From an optimization exercise on the open Yosys and OpenROAD flow, aimed at small area, a short achievable clock period and few clock cycles; shortcuts taken in it are not production practice.
Function was checked by simulation only, so behaviour that the tests miss may differ from the original.

07-18:
## rc_channel_conditioner
module rc_channel_conditioner (
  input  wire                                   clk_i,
  input  wire                                   rst_ni,
  input  wire                                   cfg_valid_i,
  output logic                                  cfg_ready_o,
  input  wire  [rcc_pkg::CFG_INDEX_BITS-1:0]    cfg_index_i,
  input  wire  [rcc_pkg::CFG_DATA_BITS-1:0]     cfg_data_i,
  input  wire                                   in_valid_i,
  output logic                                  in_ready_o,
  input  wire  [rcc_pkg::CH_BITS-1:0]           channel_index_i,
  input  wire  [rcc_pkg::SAMPLE_BITS-1:0]       raw_value_i,
  input  wire                                   fail_safe_i,
  output logic                                  out_valid_o,
  input  wire                                   out_ready_i,
  output logic signed [rcc_pkg::VALUE_BITS-1:0] conditioned_value_o,
  output logic                                  rising_edge_o,
  output logic                                  falling_edge_o,
  output logic                                  zero_span_o
);
For scale: ~90 I/O pins, roughly 24000 sq um of cells after synthesis.
Settings: LEC_CHECK=0, CAP_MARGIN=20, CORE_MARGIN=2, CORE_UTILIZATION=35, CTS_CLUSTER_DIAMETER=60, CTS_CLUSTER_SIZE=30, SETUP_SLACK_MARGIN=5, SLEW_MARGIN=20; clock period 11.0 ns.
standard.sh (not shown) runs the stock make flow with config.mk's settings and CLKGATE_MAP_FILE= SYNTH_SCRIPT=/design/flow/synth_recipe.tcl, a recipe that flattens the netlist after the stock synthesis.
==> flow/flow/run.sh <==
#!/bin/bash
# The standard layout (standard.sh), with the input and output port
# buffers made of sky130_fd_sc_hd__buf_1 cells instead of the delay buffers
# the placer picks by default. Every port still gets its buffer.
set -euo pipefail
export BUFFER_PORTS_ARGS="-buffer_cell sky130_fd_sc_hd__buf_1"
bash standard.sh > standard.log 2>&1
No stage failed in 07-18, and the final checks on the layout all came back clean.
Testbench counts of 07-18, summed over its fixed seeds: cycles 12,326.
### 07-18 -> 07-12
--- a/flow/design.v
+++ b/flow/design.v
@@ -57,38 +57,36 @@
         3'd2: inv_q <= cfg_data_i[3:0];
         3'd3: sl_q  <= cfg_data_i[15:0];
         3'd4: sh_q  <= cfg_data_i[15:0];
         3'd5: tl_q  <= cfg_data_i[10:0];
         3'd6: th_q  <= cfg_data_i[10:0];
         default: ;
       endcase
     end
   end
+  logic        spos_q;     
+  logic        sdiv_q;     
+  logic [3:0]  neg_q;      
   logic [15:0] s_q;        
-  logic        spos_q;     
   logic [15:0] nsl_q;      
-  logic [3:0]  neg_q;      
-  logic [3:0]  zs_q;       
   logic        cfg_hold;
   always_ff @(posedge clk_i or negedge rst_ni) begin
     if (!rst_ni) cfg_hold <= 1'b1;
     else         cfg_hold <= cfg_valid_i;
   end
   logic [16:0] s_full;
   assign s_full = {sh_q[15], sh_q} - {sl_q[15], sl_q};
-  always_ff @(posedge clk_i) begin
-    s_q    <= s_full[15:0];
+  assign s_q    = s_full[15:0];
+  assign nsl_q  = 16'd0 - sl_q;
+  always_ff @(posedge clk_i) begin
     spos_q <= !s_full[16] && (s_full[15:0] != 16'd0);
-    nsl_q  <= 16'd0 - sl_q;
-    for (int i = 0; i < 4; i++) begin
-      neg_q[i] <= (hi_q[i] < lo_q[i]);
-      zs_q[i]  <= (hi_q[i] == lo_q[i]);
-    end
+    sdiv_q <= !s_full[16] && (s_full[15:1] != 15'd0);
+    for (int i = 0; i < 4; i++) neg_q[i] <= (hi_q[i] < lo_q[i]);
   end
   logic [3:0] msb;
   logic [2:0] grp0;
   always_comb begin
     msb = 4'd0;
     for (int i = 0; i < 16; i++) if (s_q[i]) msb = 4'(i);
   end
   assign grp0 = msb[0] ? msb[3:1] : (msb[3:1] - 3'd1);
   logic        in_v, in_st, in_fs, in_zs, in_nz, in_go;
@@ -103,19 +101,19 @@
   logic [15:0] aq, cq;
   logic        pv, p_st, p_fs, p_zs;
   logic [3:0]  p_ch;
   logic        out_v;
   logic [15:0] oval;
   logic        orise, ofall, ozs;
   logic [15:0] zq;
   logic in_ng, in_sat, in_last, out_free, p_can, run, step, st_done;
   logic ns_direct, ns_hold, fire, in_leave;
-  assign in_ng   = !in_fs && spos_q && !in_zs && in_nz && !in_d[11] && in_dmn[11] && (msb != 4'd0);
+  assign in_ng   = !in_fs && sdiv_q && !in_zs && in_nz && !in_d[11] && in_dmn[11];
   assign in_sat  = spos_q && !in_zs && in_nz && !in_d[11] && !in_dmn[11];
   assign in_last = !in_ng || (cnt == 3'd0);
   assign out_free  = !out_v || out_ready_i;
   assign p_can     = !pv || out_free;
   assign run       = in_v && in_st && p_can;
   assign step      = run && in_ng;
   assign st_done   = run && in_last;
   assign ns_direct = in_v && !in_st && !pv && out_free;
   assign ns_hold   = in_v && !in_st && !pv && !out_free;
@@ -144,19 +142,19 @@
     end else begin
       in_v <= in_ready_o ? in_valid_i : (in_v && !in_leave);
     end
   end
   always_ff @(posedge clk_i) begin
     if (in_ready_o) begin
       in_st   <= (channel_index_i[3:2] == 2'b00);
       in_ch   <= channel_index_i;
       in_fs   <= fail_safe_i;
-      in_zs   <= zs_q[idx];
+      in_zs   <= (lo == hi);
       in_nz   <= (raw_value_i != lo);
       in_d    <= (channel_index_i[3:2] == 2'b00) ? dsg : {1'b0, raw_value_i};
       in_nn   <= nn;
       in_dmn  <= dmn;
       in_dm2n <= dm2n;
       in_go   <= 1'b0;
       cnt     <= grp0;
       bq      <= s_q[{grp0, 1'b0} +: 2];
     end else if (step) begin
Notes after the runs:
07-12 against 07-18: overall fraction of global-route tracks in use higher; final-stage net count moved down.
Summed instance area of the synthesized netlist for 07-12 is lower than for 07-18.
Detailed route wirelength on metal2: 07-12 vs 07-18 down 8.0%
07-12: worst setup slack is 190 ps lower than what 07-18 reported.
Testbench counts of 07-12, summed over its fixed seeds: cycles 12,326.

* * *

## rev 12
RTL: one of the versions met above, not the one the previous note started from.
Size: ~2300 cells after synthesis, roughly 90 I/O pins.
## rc_channel_conditioner
module rc_channel_conditioner (
  input  wire                                   clk_i,
  input  wire                                   rst_ni,
  input  wire                                   cfg_valid_i,
  output logic                                  cfg_ready_o,
  input  wire  [rcc_pkg::CFG_INDEX_BITS-1:0]    cfg_index_i,
  input  wire  [rcc_pkg::CFG_DATA_BITS-1:0]     cfg_data_i,
  input  wire                                   in_valid_i,
  output logic                                  in_ready_o,
  input  wire  [rcc_pkg::CH_BITS-1:0]           channel_index_i,
  input  wire  [rcc_pkg::SAMPLE_BITS-1:0]       raw_value_i,
  input  wire                                   fail_safe_i,
  output logic                                  out_valid_o,
  input  wire                                   out_ready_i,
  output logic signed [rcc_pkg::VALUE_BITS-1:0] conditioned_value_o,
  output logic                                  rising_edge_o,
  output logic                                  falling_edge_o,
  output logic                                  zero_span_o
);
==> flow/config.mk <==
export PLATFORM = sky130hd
export DESIGN_NAME = rc_channel_conditioner
export DESIGN_NICKNAME = rc_channel_conditioner
export VERILOG_FILES = /design/flow/design.v
export SDC_FILE = /design/flow/constraint.sdc
export NUM_CORES = 4
export LEC_CHECK = 0
export CAP_MARGIN = 20
export CORE_MARGIN = 2
export CORE_UTILIZATION = 35
export SETUP_SLACK_MARGIN = 5
export SLEW_MARGIN = 20
==> flow/constraint.sdc <==
create_clock -name core_clock -period 11.0 [get_ports {clk_i}]
set_input_delay 2.2000 -clock core_clock [delete_from_list [all_inputs] [get_ports {clk_i}]]
set_output_delay 2.2000 -clock core_clock [all_outputs]
set_load 0.01 [all_outputs]
Scripts as last shown in full above: flow/flow/run.sh
Testbench counts of rev 12, summed over its fixed seeds: cycles 12,326.
### rev 12 -> rev 13
-- flow/design.v --
<<< rev 12, line 64
    end
  end
  logic        spos_q;     
  logic        sdiv_q;     
  logic [3:0]  neg_q;      
  logic [15:0] s_q;        
  logic [15:0] nsl_q;      
  logic        cfg_hold;
  always_ff @(posedge clk_i or negedge rst_ni) begin
>>> rev 13, line 64
    end
  end
  logic [15:0] s_q;        
  logic        spos_q;     
  logic [15:0] nsl_q;      
  logic [3:0]  neg_q;      
  logic [3:0]  zs_q;       
  logic        cfg_hold;
  always_ff @(posedge clk_i or negedge rst_ni) begin
<<< rev 12, line 76
  logic [16:0] s_full;
  assign s_full = {sh_q[15], sh_q} - {sl_q[15], sl_q};
  assign s_q    = s_full[15:0];
  assign nsl_q  = 16'd0 - sl_q;
  always_ff @(posedge clk_i) begin
    spos_q <= !s_full[16] && (s_full[15:0] != 16'd0);
    sdiv_q <= !s_full[16] && (s_full[15:1] != 15'd0);
    for (int i = 0; i < 4; i++) neg_q[i] <= (hi_q[i] < lo_q[i]);
  end
  logic [3:0] msb;
>>> rev 13, line 76
  logic [16:0] s_full;
  assign s_full = {sh_q[15], sh_q} - {sl_q[15], sl_q};
  always_ff @(posedge clk_i) begin
    s_q    <= s_full[15:0];
    spos_q <= !s_full[16] && (s_full[15:0] != 16'd0);
    nsl_q  <= 16'd0 - sl_q;
    for (int i = 0; i < 4; i++) begin
      neg_q[i] <= (hi_q[i] < lo_q[i]);
      zs_q[i]  <= (hi_q[i] == lo_q[i]);
    end
  end
  logic [3:0] msb;
<<< rev 12, line 108
  logic in_ng, in_sat, in_last, out_free, p_can, run, step, st_done;
  logic ns_direct, ns_hold, fire, in_leave;
  assign in_ng   = !in_fs && sdiv_q && !in_zs && in_nz && !in_d[11] && in_dmn[11];
  assign in_sat  = spos_q && !in_zs && in_nz && !in_d[11] && !in_dmn[11];
  assign in_last = !in_ng || (cnt == 3'd0);
>>> rev 13, line 110
  logic in_ng, in_sat, in_last, out_free, p_can, run, step, st_done;
  logic ns_direct, ns_hold, fire, in_leave;
  assign in_ng   = !in_fs && spos_q && !in_zs && in_nz && !in_d[11] && in_dmn[11] && (msb != 4'd0);
  assign in_sat  = spos_q && !in_zs && in_nz && !in_d[11] && !in_dmn[11];
  assign in_last = !in_ng || (cnt == 3'd0);
<<< rev 12, line 149
      in_ch   <= channel_index_i;
      in_fs   <= fail_safe_i;
      in_zs   <= (lo == hi);
      in_nz   <= (raw_value_i != lo);
      in_d    <= (channel_index_i[3:2] == 2'b00) ? dsg : {1'b0, raw_value_i};
>>> rev 13, line 151
      in_ch   <= channel_index_i;
      in_fs   <= fail_safe_i;
      in_zs   <= zs_q[idx];
      in_nz   <= (raw_value_i != lo);
      in_d    <= (channel_index_i[3:2] == 2'b00) ? dsg : {1'b0, raw_value_i};
### Flow results
Area of the multi-input gates: rev 13 > rev 12. Number of placed cells counting well taps ended up 8.1% higher on rev 13 than on rev 12. The lower mean routed wirelength per cell of rev 13 and rev 12 is in rev 13. Of rev 13 and rev 12, rev 13 shows the lower synthesized-area fraction occupied by xor and xnor cells, with rev 12 above it.
Testbench counts of rev 13, summed over its fixed seeds: cycles 12,326.

==> what the ideal ports hide <==
The results above use ideal ports. As a check the final layouts listed here were re-extracted and re-timed, cells and wires unchanged.
Step 1: set_driving_cell puts a clkbuf_16 on clk_i and a buf_2 on each other input, an assumption about the parent block.
Step 2, shift: input delay + t, output delay - t, t = (earliest + latest rising clock arrival at the registers) / 2. This alone moves slack from input paths to output paths.
Slacks: ideal ports / drivers / drivers and shift; pairs: ideal ports / drivers.
run | shift t [ns] | slack for setup (ns) | worst hold slack (ns) | worst setup path after step 2
07-18 | 0.639 | 5.258 / 5.206 / 4.696 | 0.486 / 0.486 / 0.486 | input to register
07-12 | 0.625 | 5.064 / 5.078 / 4.453 | 0.458 / 0.458 / 0.458 | input to register
rev 12 | 0.602 | 5.043 / 5.043 / 4.491 | 0.452 / 0.452 / 0.452 | input to register
rev 13 | 0.609 | 5.207 / 5.183 / 4.626 | 0.483 / 0.483 / 0.483 | input to register
After both steps every run listed still meets setup and hold. For 07-12, which loses most, drivers alone change the setup slack by +0.014 ns; drivers and shift together by -0.611 ns.
